Context: an optimization exercise on an open-source flow, tuned for small area, a short achievable clock period and few clock cycles. The choices shown serve that exercise and are no tape-out recipe. In this exercise RTL edits were held to simulation tests only and were not proved equivalent to the original. Power figures rest on the tool's default switching activity, not on a simulated workload.

==> job 6864 <==
// mips_cpu_bus
module mips_cpu_bus #(
  parameter logic [31:0] RESET_VECTOR = 32'hBFC00000
) (
  input  logic        clk,
  input  logic        rst_i,
  output logic        active_o,
  output logic [31:0] register_v0_o,
  output logic [31:0] address_o,
  output logic        write_o,
  output logic        read_o,
  input  logic        waitrequest_i,
  output logic [31:0] writedata_o,
  input  logic [31:0] readdata_i
);
==> flow/config.mk <==
export PLATFORM = sky130hd
export DESIGN_NAME = mips_cpu_bus
export DESIGN_NICKNAME = mips_cpu_bus
export VERILOG_FILES = /design/flow/design.v
export SDC_FILE = /design/flow/constraint.sdc
export NUM_CORES = 4
export LEC_CHECK = 0
export CAP_MARGIN = 40
export CORE_MARGIN = 2
export CORE_UTILIZATION = 30
export CTS_BUF_LIST = sky130_fd_sc_hd__clkbuf_8
export PLACE_DENSITY = 0.55
export SLEW_MARGIN = 30
==> flow/constraint.sdc <==
create_clock -name core_clock -period 12.0 [get_ports {clk}]
set_input_delay 2.4000 -clock core_clock [delete_from_list [all_inputs] [get_ports {clk}]]
set_output_delay 2.4000 -clock core_clock [all_outputs]
set_load 0.01 [all_outputs]
standard.sh (not shown) runs the stock make flow with config.mk's settings and CLKGATE_MAP_FILE= SYNTH_SCRIPT=/design/flow/synth_recipe.tcl, a recipe that flattens the netlist after the stock synthesis.
==> flow/flow/run.sh <==
#!/bin/bash
set -euo pipefail
bash standard.sh SETUP_SLACK_MARGIN=7 finish > flow_make.log 2>&1
==> job 2376: changes against job 6864 <==
--- a/flow/design.v
+++ b/flow/design.v
@@ -138,11 +138,12 @@
   input  logic        waitrequest_i,
   output logic [31:0] writedata_o,
   input  logic [31:0] readdata_i
 );
   logic        started_q, halted_q, ir_v_q, mem_pend_q, mem_wr_q;
-  logic [31:0] ir_q, res_q;
+  logic [31:0] ir_q, res_q, wdata_q;
+  logic        fa_tgt_q;           
   logic [31:1] sel_1_q, sel_2_q;   
   logic        fwd_1_q, fwd_2_q;   
   logic        w_v_q;              
   logic [4:0]  w_dest_q;
   logic [29:0] pc_q, daddr_q;      
@@ -179,23 +180,23 @@
   logic halt_jump;
   assign go       = started_q & ~halted_q;
   assign do_mem   = go & mem_pend_q;
   assign do_exec  = go & ~mem_pend_q & ir_v_q;
   assign do_fetch = go & ~mem_pend_q & ~(ir_v_q & is_ctl);
-  assign fetch_addr = (ir_v_q & (is_br | is_j)) ? tgt_q : pc_q;
+  assign fetch_addr = fa_tgt_q ? tgt_q : pc_q;
   assign fetch_next = fetch_addr + 30'd1;
   assign read_o      = do_fetch | (do_mem & ~mem_wr_q);
   assign write_o     = do_mem & mem_wr_q;
   assign address_o   = {mem_pend_q ? daddr_q : fetch_addr, 2'b00};
-  assign writedata_o = b_reg;   
+  assign writedata_o = wdata_q;
   assign stall       = waitrequest_i & (read_o | write_o);
   assign adv         = ~stall;
   assign active_o    = ~halted_q;
   logic [31:0] a, b_reg, b, alu_res, sum;
   logic [31:1] rf_valid;
   logic [4:0]  wa;
-  assign b     = b_reg | ({32{~is_r}} & {{16{imm[15] & ~op[2]}}, imm});
+  assign b     = (b_reg & {32{~is_store}}) | ({32{~is_r}} & {{16{imm[15] & ~op[2]}}, imm});
   assign wa    = is_r ? rd : rt;
   regfile u_regfile (
     .clk(clk), .rst_i(rst_i), .wen_i(w_v_q), .sel_1_i(sel_1_q), .sel_2_i(sel_2_q),
     .sel_x_1_i(fwd_1_q), .sel_x_2_i(fwd_2_q), .x_i(res_q),
     .addr_3_i(w_dest_q), .write_data_3_i(res_q), .valid_o(rf_valid),
@@ -216,21 +217,24 @@
   always_ff @(posedge clk) begin
     if (rst_i) begin
       started_q  <= 1'b0;
       halted_q   <= 1'b0;
       ir_v_q     <= 1'b0;
+      fa_tgt_q   <= 1'b0;
       mem_pend_q <= 1'b0;
       w_v_q      <= 1'b0;
       pc_q       <= RESET_VECTOR[31:2];
     end else begin
       started_q <= 1'b1;
       if (do_exec & halt_jump) halted_q <= 1'b1;
       if (do_fetch & adv) begin
-        ir_v_q <= ~drop;
+        ir_v_q   <= ~drop;
+        fa_tgt_q <= ~drop & ~readdata_i[31] & ~readdata_i[29] & (readdata_i[28] | readdata_i[27]);
         if (~drop) pc_q <= fetch_next;
       end else if (do_exec & is_jr) begin
-        ir_v_q <= 1'b0;
+        ir_v_q   <= 1'b0;
+        fa_tgt_q <= 1'b0;
         pc_q   <= a[31:2];
       end
       if (do_mem & adv) mem_pend_q <= 1'b0;
       else if (do_exec & is_mem & adv) mem_pend_q <= 1'b1;
       if (adv) w_v_q <= (do_exec & writes) | (do_mem & ~mem_wr_q);
@@ -249,35 +253,24 @@
       end
     end else if (do_mem & ~mem_wr_q & adv) begin
       fwd_1_q <= fwd_1_ld;
       if (fwd_1_ld) sel_1_q <= '0;
     end
-    if ((do_fetch | do_mem) & adv) begin
-      fwd_2_q <= rt_fwd;
-      for (int i = 1; i < 32; i++) sel_2_q[i] <= (rt_src == 5'(i)) & rt_used & rf_valid[i] & ~rt_fwd;
-    end
-  end
-  logic [4:0] rt_src;
-  logic       rt_used, rt_fwd;
+    if (do_fetch & adv) begin
+      fwd_2_q <= in_reads_rt & fwd_2_in;
+      for (int i = 1; i < 32; i++) begin
+        sel_2_q[i] <= (readdata_i[20:16] == 5'(i)) & in_reads_rt & rf_valid[i] & ~fwd_2_in;
+      end
+    end else if (do_mem & ~mem_wr_q & adv) begin
+      fwd_2_q <= ir_reads_rt & fwd_2_ld;
+      if (fwd_2_ld) sel_2_q <= '0;
+    end
+  end
   logic in_reads_rt, ir_reads_rt;
-  assign in_reads_rt = ~readdata_i[31] & ~readdata_i[29] & (readdata_i[28] | ~readdata_i[27]);
-  assign ir_reads_rt = ~op[5] & ~op[3] & (op[2] | ~op[1]);
-  always_comb begin
-    if (do_exec & is_store) begin
-      rt_src  = rt;
-      rt_used = 1'b1;
-      rt_fwd  = 1'b0;
-    end else if (do_fetch) begin
-      rt_src  = readdata_i[20:16];
-      rt_used = in_reads_rt;
-      rt_fwd  = rt_used & fwd_2_in;
-    end else begin
-      rt_src  = rt;
-      rt_used = ir_reads_rt;
-      rt_fwd  = rt_used & ~mem_wr_q & fwd_2_ld;
-    end
-  end
+  assign in_reads_rt = (~readdata_i[31] & ~readdata_i[29] & (readdata_i[28] | ~readdata_i[27]))
+                     | (readdata_i[31] & readdata_i[29]);
+  assign ir_reads_rt = (~op[5] & ~op[3] & (op[2] | ~op[1])) | (op[5] & op[3]);
   always_ff @(posedge clk) begin
     if (do_fetch & adv) begin
       ir_q  <= readdata_i;
       tgt_q <= in_j ? in_j_target : in_br_target;
       jz_q  <= in_j_target == 30'd0;
@@ -288,10 +281,11 @@
     end else if (do_mem & ~mem_wr_q & adv) begin
       res_q <= readdata_i;
     end
     if (do_exec & is_mem & adv) begin
       daddr_q  <= sum[31:2];
+      wdata_q  <= b_reg;
       mem_wr_q <= is_store;
       if (~is_store) w_dest_q <= rt;
     end
   end
 endmodule
CTS_BUF_LIST = default   (was sky130_fd_sc_hd__clkbuf_8)
PLACE_DENSITY = 0.62   (was 0.55)
==> results by group <==
Run status
  • Outcome: complete, no violations

Detailed routing
  • Initial detailed-routing violation count: 13600
  • Met3 routed WL: 57600 µm

Timing
  • Period utilisation layout: 46.5%
  • Fin Hold WS: 480 ps

Synthesis
  • Cell count after synthesis: 4984
  • Fraction of the mapped netlist area in adder cells: 2.59%
  • Syn_area_per_cell: 12.3 µm²

Global route
  • M1 GR Usage: 37.5%
  • First-pass GRT wire length: 455000 µm

Setup path
  • Slowest stage delay, CP: 400 ps
  • Buf/Inv on CP: 4

Pwr
  • Leak: 26.9 nW

Floorplan
  • Die area: 208000 µm²
That was job 6864.
==> results by group <==
Synthesis
  • Syn_area_per_cell: 12.4 µm²
  • Cell count after synthesis: 4988
  • Fraction of the mapped netlist area in adder cells: 2.56%

Run status
  • Outcome: complete, no violations

Detailed routing
  • Met3 routed WL: 57200 µm

Floorplan
  • Die area: 210000 µm²

Setup path
  • Buf/Inv on CP: 3
  • Slowest stage delay, CP: 530 ps

Pwr
  • Leak: 25.4 nW

Timing
  • Period utilisation layout: 42.6%
That was job 2376.
Testbench counts of job 6864, summed over its fixed seeds: cycles 70,736.
Testbench counts of job 2376, summed over its fixed seeds: cycles 70,736.

==> v8: inputs <==
Another version of the RTL of mips_cpu_bus (not shown whole).
clock: 12.0 ns
lec_check: 0
cap_margin: 40
core_margin: 2
core_utilization: 30
place_density: 0.55
setup_slack_margin: 5
slew_margin: 30
run.sh (not shown) runs the stock make flow with config.mk's settings and CLKGATE_MAP_FILE= SYNTH_SCRIPT=/design/flow/synth_recipe.tcl, a recipe that flattens the netlist after the stock synthesis.
Stock flow here: none of the scripts above is used.
==> inputs of v2, as changes to v8 <==
==> flow/design.v (replaced) <==
package isa_pkg;
  localparam int OPCODE_W   = 6;
  localparam int FUNCT_W    = 6;
  localparam int REG_ADDR_W = 5;
  localparam int SHAMT_W    = 5;
  localparam int IMM_W      = 16;
  localparam int JIDX_W     = 26;   
  typedef enum logic [OPCODE_W-1:0] {
    OP_RTYPE = 6'h00,
    OP_J     = 6'h02,
    OP_BEQ   = 6'h04,
    OP_BNE   = 6'h05,
    OP_ADDIU = 6'h09,
    OP_SLTI  = 6'h0A,
    OP_ANDI  = 6'h0C,
    OP_ORI   = 6'h0D,
    OP_XORI  = 6'h0E,
    OP_LUI   = 6'h0F,
    OP_LW    = 6'h23,
    OP_SW    = 6'h2B
  } opcode_t;
  typedef enum logic [FUNCT_W-1:0] {
    F_SLL  = 6'h00,
    F_SRL  = 6'h02,
    F_JR   = 6'h08,
    F_ADDU = 6'h21,
    F_SUBU = 6'h23,
    F_AND  = 6'h24,
    F_OR   = 6'h25,
    F_XOR  = 6'h26,
    F_SLT  = 6'h2A
  } funct_t;
endpackage
package cpu_pkg;
  typedef enum logic [2:0] {
    S_FETCH,
    S_DECODE,
    S_EXEC,
    S_MEM,
    S_WB,
    S_HALT
  } state_t;
  typedef enum logic [3:0] {
    A_ADD, A_SUB, A_AND, A_OR, A_XOR, A_SLT, A_SLL, A_SRL, A_LUI
  } alu_op_t;
endpackage
module regfile (
  input  logic        clk,
  input  logic        rst_i,
  input  logic        wen_i,
  input  logic [31:1] sel_1_i, sel_2_i,
  input  logic        sel_x_1_i, sel_x_2_i,
  input  logic [31:0] x_i,
  input  logic [4:0]  addr_3_i,
  input  logic [31:0] write_data_3_i,
  output logic [31:1] valid_o,    
  output logic [31:0] read_data_1_o, read_data_2_o, v0_o
);
  logic [31:0] regs [1:31];
  logic [31:1] valid_q;
  logic [31:1] we;
  always_comb begin
    for (int i = 1; i < 32; i++) we[i] = wen_i && (addr_3_i == 5'(i));
  end
  always_ff @(posedge clk) begin
    for (int i = 1; i < 32; i++) begin
      if (we[i]) regs[i] <= write_data_3_i;
    end
  end
  always_ff @(posedge clk) begin
    if (rst_i) valid_q <= '0;
    else valid_q <= valid_q | we;
  end
  assign valid_o = valid_q | we;
  always_comb begin
    read_data_1_o = {32{sel_x_1_i}} & x_i;
    read_data_2_o = {32{sel_x_2_i}} & x_i;
    for (int i = 1; i < 32; i++) begin
      read_data_1_o = read_data_1_o | ({32{sel_1_i[i]}} & regs[i]);
      read_data_2_o = read_data_2_o | ({32{sel_2_i[i]}} & regs[i]);
    end
  end
  assign v0_o = {32{valid_q[2]}} & regs[2];
endmodule
module alu (
  input  logic [2:0]  sel_i,
  input  logic        sub_i,
  input  logic        shift_i,
  input  logic        shift_right_i,
  input  logic [4:0]  shamt_i,
  input  logic [31:0] a_i, b_i,
  output logic [31:0] sum_o,
  output logic [31:0] result_o
);
  logic [31:0] b_x, shin, shl, shres;
  logic [32:0] sum_c;
  logic        slt;
  assign b_x   = b_i ^ {32{sub_i}};
  assign sum_c = {a_i, 1'b1} + {b_x, sub_i};
  assign sum_o = sum_c[32:1];
  assign slt   = (a_i[31] ^ b_i[31]) ? a_i[31] : sum_o[31];
  always_comb begin
    for (int i = 0; i < 32; i++) shin[i] = shift_right_i ? b_i[31-i] : b_i[i];
  end
  assign shl = shin << shamt_i;
  always_comb begin
    for (int i = 0; i < 32; i++) shres[i] = shift_right_i ? shl[31-i] : shl[i];
  end
  always_comb begin
    if (shift_i) result_o = shres;
    else begin
      case (sel_i)
        3'b010:  result_o = {31'd0, slt};
        3'b100:  result_o = a_i & b_i;
        3'b101:  result_o = a_i | b_i;
        3'b110:  result_o = a_i ^ b_i;
        3'b111:  result_o = {b_i[15:0], 16'h0000};
        default: result_o = sum_o;
      endcase
    end
  end
endmodule
module mips_cpu_bus #(
  parameter logic [31:0] RESET_VECTOR = 32'hBFC00000
) (
  input  logic        clk,
  input  logic        rst_i,
  output logic        active_o,
  output logic [31:0] register_v0_o,
  output logic [31:0] address_o,
  output logic        write_o,
  output logic        read_o,
  input  logic        waitrequest_i,
  output logic [31:0] writedata_o,
  input  logic [31:0] readdata_i
);
  logic        started_q, halted_q, ir_v_q, mem_pend_q, mem_wr_q;
  logic [31:0] ir_q, res_q;
  logic [31:1] sel_1_q, sel_2_q;   
  logic        fwd_1_q, fwd_2_q;   
  logic        w_v_q;              
  logic [4:0]  w_dest_q;
  logic [29:0] pc_q, daddr_q;      
  logic [29:0] tgt_q;              
  logic        jz_q;               
  logic [5:0]  op, fn;
  logic [4:0]  rs, rt, rd, shamt;
  logic [15:0] imm;
  logic        is_mem, is_store, is_imm, is_r, is_j, is_br, is_jr, is_shift, is_ctl, writes;
  logic [2:0]  sel;
  logic        sub;
  assign op    = ir_q[31:26];
  assign rs    = ir_q[25:21];
  assign rt    = ir_q[20:16];
  assign rd    = ir_q[15:11];
  assign shamt = ir_q[10:6];
  assign fn    = ir_q[5:0];
  assign imm   = ir_q[15:0];
  assign is_mem   = op[5];
  assign is_store = op[5] & op[3];
  assign is_imm   = ~op[5] & op[3];
  assign is_r     = ~op[5] & ~op[3] & ~op[2] & ~op[1];
  assign is_j     = ~op[5] & ~op[3] & ~op[2] & op[1];
  assign is_br    = ~op[5] & ~op[3] & op[2];
  assign is_jr    = is_r & ~fn[5] & fn[3];
  assign is_shift = is_r & ~fn[5] & ~fn[3];
  assign is_ctl   = is_jr | (is_j & jz_q);   
  assign writes   = is_imm | (is_r & ~fn[3]) | (is_r & fn[5]);
  assign sel      = is_r ? fn[2:0] : op[2:0];
  assign sub      = ~op[5] & sel[1] & ~sel[2];
  logic [29:0] fetch_addr, fetch_next;
  logic        go, do_mem, do_exec, do_fetch, stall, adv;
  logic halt_jump;
  assign go       = started_q & ~halted_q;
  assign do_mem   = go & mem_pend_q;
  assign do_exec  = go & ~mem_pend_q & ir_v_q;
  assign do_fetch = go & ~mem_pend_q & ~(ir_v_q & is_ctl);
  assign fetch_addr = (ir_v_q & (is_br | is_j)) ? tgt_q : pc_q;
  assign fetch_next = fetch_addr + 30'd1;
  assign read_o      = do_fetch | (do_mem & ~mem_wr_q);
  assign write_o     = do_mem & mem_wr_q;
  assign address_o   = {mem_pend_q ? daddr_q : fetch_addr, 2'b00};
  assign writedata_o = b_reg;   
  assign stall       = waitrequest_i & (read_o | write_o);
  assign adv         = ~stall;
  assign active_o    = ~halted_q;
  logic [31:0] a, b_reg, b, alu_res, sum;
  logic [31:1] rf_valid;
  logic [4:0]  wa;
  assign b     = is_r ? b_reg : {{16{imm[15] & ~op[2]}}, imm};
  assign wa    = is_r ? rd : rt;
  regfile u_regfile (
    .clk(clk), .rst_i(rst_i), .wen_i(w_v_q), .sel_1_i(sel_1_q), .sel_2_i(sel_2_q),
    .sel_x_1_i(fwd_1_q), .sel_x_2_i(fwd_2_q), .x_i(res_q),
    .addr_3_i(w_dest_q), .write_data_3_i(res_q), .valid_o(rf_valid),
    .read_data_1_o(a), .read_data_2_o(b_reg), .v0_o(register_v0_o)
  );
  alu u_alu (
    .sel_i(sel), .sub_i(sub), .shift_i(is_shift), .shift_right_i(fn[1]), .shamt_i(shamt),
    .a_i(a), .b_i(b), .sum_o(sum), .result_o(alu_res)
  );
  logic [29:0] in_br_target, in_j_target;
  logic        in_j, drop;
  assign in_j         = ~readdata_i[31] & ~readdata_i[29] & ~readdata_i[28] & readdata_i[27];
  assign in_br_target = fetch_next + {{14{readdata_i[15]}}, readdata_i[15:0]};
  assign in_j_target  = {fetch_next[29:26], readdata_i[25:0]};
  assign drop      = ir_v_q & is_br & ~((a == b_reg) ^ op[0]);
  assign halt_jump = (is_j & jz_q) | (is_jr & (a == 32'd0));
  always_ff @(posedge clk) begin
    if (rst_i) begin
      started_q  <= 1'b0;
      halted_q   <= 1'b0;
      ir_v_q     <= 1'b0;
      mem_pend_q <= 1'b0;
      w_v_q      <= 1'b0;
      pc_q       <= RESET_VECTOR[31:2];
    end else begin
      started_q <= 1'b1;
      if (do_exec & halt_jump) halted_q <= 1'b1;
      if (do_fetch & adv) begin
        ir_v_q <= ~drop;
        if (~drop) pc_q <= fetch_next;
      end else if (do_exec & is_jr) begin
        ir_v_q <= 1'b0;
        pc_q   <= a[31:2];
      end
      if (do_mem & adv) mem_pend_q <= 1'b0;
      else if (do_exec & is_mem & adv) mem_pend_q <= 1'b1;
      if (adv) w_v_q <= (do_exec & writes) | (do_mem & ~mem_wr_q);
    end
  end
  logic fwd_1_in, fwd_2_in, fwd_1_ld, fwd_2_ld;
  assign fwd_1_in = do_exec & writes & (readdata_i[25:21] == wa) & (wa != 5'd0);
  assign fwd_2_in = do_exec & writes & (readdata_i[20:16] == wa) & (wa != 5'd0);
  assign fwd_1_ld = (rs == w_dest_q) & (rs != 5'd0);
  assign fwd_2_ld = (rt == w_dest_q) & (rt != 5'd0);
  always_ff @(posedge clk) begin
    if (do_fetch & adv) begin
      fwd_1_q <= fwd_1_in;
      for (int i = 1; i < 32; i++) begin
        sel_1_q[i] <= (readdata_i[25:21] == 5'(i)) & rf_valid[i] & ~fwd_1_in;
      end
    end else if (do_mem & ~mem_wr_q & adv) begin
      fwd_1_q <= fwd_1_ld;
      if (fwd_1_ld) sel_1_q <= '0;
    end
    if (do_fetch & adv & ~(do_exec & is_store)) begin
      fwd_2_q <= fwd_2_in;
      for (int i = 1; i < 32; i++) begin
        sel_2_q[i] <= (readdata_i[20:16] == 5'(i)) & rf_valid[i] & ~fwd_2_in;
      end
    end else if (do_mem & adv) begin
      fwd_2_q <= ~mem_wr_q & fwd_2_ld;
      for (int i = 1; i < 32; i++) begin
        sel_2_q[i] <= (rt == 5'(i)) & rf_valid[i] & ~(~mem_wr_q & fwd_2_ld);
      end
    end
  end
  always_ff @(posedge clk) begin
    if (do_fetch & adv) begin
      ir_q  <= readdata_i;
      tgt_q <= in_j ? in_j_target : in_br_target;
      jz_q  <= in_j_target == 30'd0;
    end
    if (do_exec & writes & adv) begin
      res_q    <= alu_res;
      w_dest_q <= wa;
    end else if (do_mem & ~mem_wr_q & adv) begin
      res_q <= readdata_i;
    end
    if (do_exec & is_mem & adv) begin
      daddr_q  <= sum[31:2];
      mem_wr_q <= is_store;
      if (~is_store) w_dest_q <= rt;
    end
  end
endmodule
==> flow/flow/run.sh (new file) <==
#!/bin/bash
set -euo pipefail
bash standard.sh SETUP_SLACK_MARGIN=7 finish > flow_make.log 2>&1
==> flow/standard.sh (new file) <==
#!/bin/bash
# synth_recipe.tcl (not shown) runs the flow's synth.tcl, then flattens the netlist and writes it again
# the make line also repeats each setting of config.mk as NAME=value (left out here)
make -C /OpenROAD-flow-scripts/flow DESIGN_CONFIG=/design/flow/config.mk WORK_HOME=/design/flow/orfs CLKGATE_MAP_FILE= SYNTH_SCRIPT=/design/flow/synth_recipe.tcl "${@:-finish}"
==> flow/config.mk (replaced) <==
export PLATFORM = sky130hd
export DESIGN_NAME = mips_cpu_bus
export DESIGN_NICKNAME = mips_cpu_bus
export VERILOG_FILES = /design/flow/design.v
export SDC_FILE = /design/flow/constraint.sdc
export NUM_CORES = 4
export LEC_CHECK = 0
export CAP_MARGIN = 40
export CORE_MARGIN = 2
export CORE_UTILIZATION = 30
export PLACE_DENSITY = 0.55
export SLEW_MARGIN = 30
removed: flow/run.sh
==> results.toml <==
[status]
status = "timing/DRC/antenna clean"

[yosys]
avgSynthCellArea_um2 = 12.1
synthXorXnorAreaFrac = 0.0229
ys_ff_latch = 1252

[timing]
rsz0062_at_grt = "yes"

[cells_and_area]
final_cell_mix = "edfxtp_1, a22oi_1, buf_4"
fin_area_mm2 = 0.0825

[routing]
post_drt_via_cell_ratio = 7.05
Source of the figures above: v2

==> results.toml <==
[status]
status = "timing/DRC/antenna clean"

[routing]
post_drt_via_cell_ratio = 6.88
wl_met3_mm = 50.5

[yosys]
synthXorXnorAreaFrac = 0.0201
avgSynthCellArea_um2 = 12.6

[cells_and_area]
final_cell_mix = "edfxtp_1, a22oi_1, nor2_1"
fin_area_mm2 = 0.0727

[timing]
rsz0062_at_grt = "no"
Source of the figures above: v8

Testbench counts of v8, summed over its fixed seeds: cycles 74,021.
Testbench counts of v2, summed over its fixed seeds: cycles 70,736.

-- re-timing with driven ports --
How much do the figures lean on ideal ports? The routed layouts below were timed once more, with nothing changed but the port constraints.
Step 1 (the two cells are an assumption about what drives the block):
set clk [get_ports {clk}]
set_driving_cell -lib_cell sky130_fd_sc_hd__clkbuf_16 $clk
set_driving_cell -lib_cell sky130_fd_sc_hd__buf_2 [delete_from_list [all_inputs] $clk]
Step 2 also shifts input and output timing later by t, the mid clock arrival at the registers, as if the neighbouring blocks saw the same clock.
a / b / c = ideal / step 1 / step 2; a / b = the first two.
run	t (ns)	slack for setup (ns)	worst setup path after step 2	worst slew at a driven data input, ns
job 6864	1.095	6.424 / 6.330 / 5.964	input to register	0.12
job 2376	0.897	6.887 / 6.801 / 6.277	input to register	0.11
v8	0.897	5.204 / 5.204 / 5.204	register to register	0.05
v2	0.916	6.520 / 6.439 / 6.314	input to register	0.05
After both steps setup and hold are still met in every run listed. For job 2376, which loses most, drivers alone change the setup slack by -0.086 ns; drivers and shift together by -0.610 ns.
